This design comes from an exercise in tuning for a short achievable clock period and few clock cycles per item on the open sky130 flow, not from production work. Power is estimated from default activity; no workload was simulated.

## axi4_lite_regfile_slave
module axi4_lite_regfile_slave #(
  parameter int ADDRESS    = 32,
  parameter int DATA_WIDTH = 32,
  parameter int NUM_REGS   = 32
) (
  input  logic                    ACLK,
  input  logic                    ARESETN,
  input  logic [ADDRESS-1:0]      S_AWADDR,
  input  logic                    S_AWVALID,
  output logic                    S_AWREADY,
  input  logic [DATA_WIDTH-1:0]   S_WDATA,
  input  logic [DATA_WIDTH/8-1:0] S_WSTRB,
  input  logic                    S_WVALID,
  output logic                    S_WREADY,
  output logic [1:0]              S_BRESP,
  output logic                    S_BVALID,
  input  logic                    S_BREADY,
  input  logic [ADDRESS-1:0]      S_ARADDR,
  input  logic                    S_ARVALID,
  output logic                    S_ARREADY,
  output logic [DATA_WIDTH-1:0]   S_RDATA,
  output logic [1:0]              S_RRESP,
  output logic                    S_RVALID,
  input  logic                    S_RREADY
);
  localparam int SW    = DATA_WIDTH / 8;
  ...
Settings: LEC_CHECK=0, ABC_CLOCK_PERIOD_IN_PS=2000, CAP_MARGIN=20, CORE_MARGIN=2, CORE_UTILIZATION=40, SETUP_SLACK_MARGIN=2.5, SLEW_MARGIN=20; clock period 5.0 ns.
run.sh (not shown) runs the stock make flow with config.mk's settings and CLKGATE_MAP_FILE= SYNTH_SCRIPT=/design/flow/synth_recipe.tcl, a recipe that flattens the netlist after the stock synthesis.
The first run produced a clean layout.
==> next run, changes <==
--- a/flow/config.mk
+++ b/flow/config.mk
@@ -7,3 +7,2 @@
 export LEC_CHECK = 0
-export ABC_CLOCK_PERIOD_IN_PS = 2000
 export CAP_MARGIN = 20
@@ -11,3 +10,2 @@
 export CORE_UTILIZATION = 40
-export SETUP_SLACK_MARGIN = 2.5
 export SLEW_MARGIN = 20
- The new run finished with timing, DRC and antenna clean
- global-route usage climbs by 0.34 points
- sequential share of layout area rose by 0.90 points
- routed wire length goes up by 1.2%
- clock-buffer cell count is lower by 6
- worst setup slack is worse by 0.62 ns
- synthesized area stays the same
- total power shrinks by 1.8%
Function was not checked in any run of this note: the RTL went through the layout flow alone.


quartz:
The RTL this note starts from:
==> flow/design.v <==
module axi4_lite_regfile_slave #(
  parameter int ADDRESS    = 32,
  parameter int DATA_WIDTH = 32,
  parameter int NUM_REGS   = 32
) (
  input  logic                    ACLK,
  input  logic                    ARESETN,
  input  logic [ADDRESS-1:0]      S_AWADDR,
  input  logic                    S_AWVALID,
  output logic                    S_AWREADY,
  input  logic [DATA_WIDTH-1:0]   S_WDATA,
  input  logic [DATA_WIDTH/8-1:0] S_WSTRB,
  input  logic                    S_WVALID,
  output logic                    S_WREADY,
  output logic [1:0]              S_BRESP,
  output logic                    S_BVALID,
  input  logic                    S_BREADY,
  input  logic [ADDRESS-1:0]      S_ARADDR,
  input  logic                    S_ARVALID,
  output logic                    S_ARREADY,
  output logic [DATA_WIDTH-1:0]   S_RDATA,
  output logic [1:0]              S_RRESP,
  output logic                    S_RVALID,
  input  logic                    S_RREADY
);
  localparam int SW    = DATA_WIDTH / 8;
  localparam int OFS   = $clog2(SW);
  localparam int IDX_W = (NUM_REGS > 1) ? $clog2(NUM_REGS) : 1;
  localparam logic [ADDRESS-1:0] NREGS_A = ADDRESS'(NUM_REGS);
  logic                  aw_v, w_v, cm;
  logic [NUM_REGS-1:0]   aw_sel;    
  logic                  aw_ok;
  logic [DATA_WIDTH-1:0] w_data;
  logic [SW-1:0]         w_strb;
  logic                  awready_q, wready_q;
  logic                  aw_hs, w_hs, do_wr, wr_ok_eff, in_aw_ok;
  logic [ADDRESS-1:0]    in_aw_word;
  logic [1:0]            b_cnt, b_cnt_n, b_c1;
  logic                  b_e0, b_e1, b_e0_n, b_e1_n;
  logic                  bvalid_q, b_pop;
  logic [1:0]            r_cnt, r_cnt_n, r_c1;
  logic [DATA_WIDTH-1:0] r_d0, r_d1, r_d0_n, r_d1_n;
  logic                  r_e0, r_e1, r_e0_n, r_e1_n;
  logic                  rvalid_q, arready_q, r_pop, ar_hs, rd_ok;
  logic [ADDRESS-1:0]    rd_word;
  logic [IDX_W-1:0]      rd_idx;
  logic [DATA_WIDTH-1:0] rd_val;
  logic [NUM_REGS-1:0][DATA_WIDTH-1:0] mem;
  assign aw_hs      = S_AWVALID & awready_q;
  assign w_hs       = S_WVALID & wready_q;
  assign do_wr      = (aw_v | aw_hs) & (w_v | w_hs);
  assign in_aw_word = S_AWADDR >> OFS;
  assign in_aw_ok   = in_aw_word < NREGS_A;
  assign wr_ok_eff  = aw_v ? aw_ok : in_aw_ok;
  always_comb begin
    b_pop   = bvalid_q & S_BREADY;
    b_c1    = b_cnt - {1'b0, b_pop};
    b_e0_n  = b_pop ? b_e1 : b_e0;
    b_e1_n  = b_e1;
    if (do_wr) begin
      if (b_c1 == 2'd0) b_e0_n = ~wr_ok_eff;
      else              b_e1_n = ~wr_ok_eff;
    end
    b_cnt_n = b_c1 + {1'b0, do_wr};
  end
  always_ff @(posedge ACLK or negedge ARESETN) begin
    if (!ARESETN) begin
      aw_v      <= 1'b0;
      w_v       <= 1'b0;
      cm        <= 1'b0;
      aw_sel    <= '0;
      aw_ok     <= 1'b0;
      w_data    <= '0;
      w_strb    <= '0;
      awready_q <= 1'b1;
      wready_q  <= 1'b1;
      b_cnt     <= '0;
      b_e0      <= 1'b0;
      b_e1      <= 1'b0;
      bvalid_q  <= 1'b0;
    end else begin
      if (aw_hs) begin
        for (int r = 0; r < NUM_REGS; r++)
          aw_sel[r] <= in_aw_ok && in_aw_word[IDX_W-1:0] == IDX_W'(r);
        aw_ok  <= in_aw_ok;
      end
      if (w_hs) begin
        w_data <= S_WDATA;
        w_strb <= S_WSTRB;
      end
      aw_v      <= (aw_v | aw_hs) & ~do_wr;
      w_v       <= (w_v | w_hs) & ~do_wr;
      cm        <= do_wr;
      awready_q <= ~((aw_v | aw_hs) & ~do_wr) & (b_cnt_n != 2'd2);
      wready_q  <= ~((w_v | w_hs) & ~do_wr) & (b_cnt_n != 2'd2);
      b_cnt     <= b_cnt_n;
      b_e0      <= b_e0_n;
      b_e1      <= b_e1_n;
      bvalid_q  <= b_cnt_n != 2'd0;
    end
  end
  always_ff @(posedge ACLK or negedge ARESETN) begin
    if (!ARESETN) mem <= '0;
    else
      for (int r = 0; r < NUM_REGS; r++)
        for (int i = 0; i < SW; i++)
          if (cm && aw_sel[r] && w_strb[i])
            mem[r][8*i +: 8] <= w_data[8*i +: 8];
  end
  assign ar_hs   = S_ARVALID & arready_q;
  assign rd_word = S_ARADDR >> OFS;
  assign rd_ok   = rd_word < NREGS_A;
  assign rd_idx  = rd_word[IDX_W-1:0];
  assign rd_val  = rd_ok ? mem[rd_idx] : '0;
  always_comb begin
    r_pop   = rvalid_q & S_RREADY;
    r_c1    = r_cnt - {1'b0, r_pop};
    r_d0_n  = r_pop ? r_d1 : r_d0;
    r_e0_n  = r_pop ? r_e1 : r_e0;
    r_d1_n  = r_d1;
    r_e1_n  = r_e1;
    if (ar_hs) begin
      if (r_c1 == 2'd0) begin
        r_d0_n = rd_val;
        r_e0_n = ~rd_ok;
      end else begin
        r_d1_n = rd_val;
        r_e1_n = ~rd_ok;
      end
    end
    r_cnt_n = r_c1 + {1'b0, ar_hs};
  end
  always_ff @(posedge ACLK or negedge ARESETN) begin
    if (!ARESETN) begin
      r_cnt     <= '0;
      r_d0      <= '0;
      r_d1      <= '0;
      r_e0      <= 1'b0;
      r_e1      <= 1'b0;
      rvalid_q  <= 1'b0;
      arready_q <= 1'b1;
    end else begin
      r_cnt     <= r_cnt_n;
      r_d0      <= r_d0_n;
      r_d1      <= r_d1_n;
      r_e0      <= r_e0_n;
      r_e1      <= r_e1_n;
      rvalid_q  <= r_cnt_n != 2'd0;
      arready_q <= r_cnt_n != 2'd2;
    end
  end
  assign S_AWREADY = awready_q;
  assign S_WREADY  = wready_q;
  assign S_ARREADY = arready_q;
  assign S_BVALID  = bvalid_q;
  assign S_BRESP   = {b_e0, 1'b0};
  assign S_RVALID  = rvalid_q;
  assign S_RRESP   = {r_e0, 1'b0};
  assign S_RDATA   = r_d0;
endmodule
make LEC_CHECK=0 ABC_CLOCK_PERIOD_IN_PS=1500 CAP_MARGIN=20 CORE_MARGIN=2 CORE_UTILIZATION=55 PLACE_DENSITY=0.7 SETUP_SLACK_MARGIN=3.5 SLEW_MARGIN=20 finish   # period 5.0 ns
Having completed the whole flow, quartz delivered a layout that passed the timing, DRC and antenna checks.
### quartz -> lagoon
# quartz
export LEC_CHECK = 0
export ABC_CLOCK_PERIOD_IN_PS = 1500
export CAP_MARGIN = 20
export CORE_MARGIN = 2
export CORE_UTILIZATION = 55
export PLACE_DENSITY = 0.7
export SETUP_SLACK_MARGIN = 3.5
export SLEW_MARGIN = 20
create_clock -name core_clock -period 5.0 [get_ports {ACLK}]
# lagoon
export LEC_CHECK = 0
export ABC_CLOCK_PERIOD_IN_PS = 2000
export CAP_MARGIN = 20
export CORE_MARGIN = 2
export CORE_UTILIZATION = 70
export PLACE_DENSITY = 0.8
export SETUP_SLACK_MARGIN = 3.3
export SLEW_MARGIN = 20
create_clock -name core_clock -period 5.0 [get_ports {ACLK}]
Findings:
- Die footprint: higher on quartz
- Run comparison: quartz timing startpoint of the critical path rvalid_q; lagoon timing startpoint of the critical path S_ARADDR[17]
- lagoon against quartz: fmax decreased by about 0.7% relative to the old numbers, power attributed to combinational cells shows a reduction of about 18%, cell area went down about 6.5%.
- [diff] final wirelength, lagoon relative to quartz: regression
- In the reports for quartz and lagoon, the smaller number of H-tree branching levels belongs to lagoon.
Function was not checked in any run of this note: the RTL went through the layout flow alone.

[static timing again, ports no longer ideal]
Ports are ideal in the flow. The routed layouts listed here were re-timed in OpenROAD. Step 1 assumes that a clkbuf_16 drives the clock port and a buf_2 every other input. Step 2 adds t to the input delays and takes it off the output delays; t is the mean of the earliest and latest rising clock arrival at the registers after step 1. Input paths then give back, and output paths get back, about the clock's delay inside the block. Three values: ideal, step 1, step 2; two values: the first two.
run | t, ns | setup WS [ns] | worst setup path at the end | cell pins on the clock port's net
the first run of note 1 | 0.814 | 2.426 / 2.426 / 1.687 | input to register | 1
the second run of note 1 | 0.803 | 1.805 / 1.805 / 1.418 | input to register | 1
quartz | 0.812 | 2.577 / 2.483 / 1.671 | input to register | 1
lagoon | 0.772 | 2.559 / 2.208 / 1.436 | input to register | 1
After both steps setup and hold are still met in every run listed. The setup slack of lagoon, which loses most, moves by -0.351 ns with the drivers and by -1.123 ns with both steps.
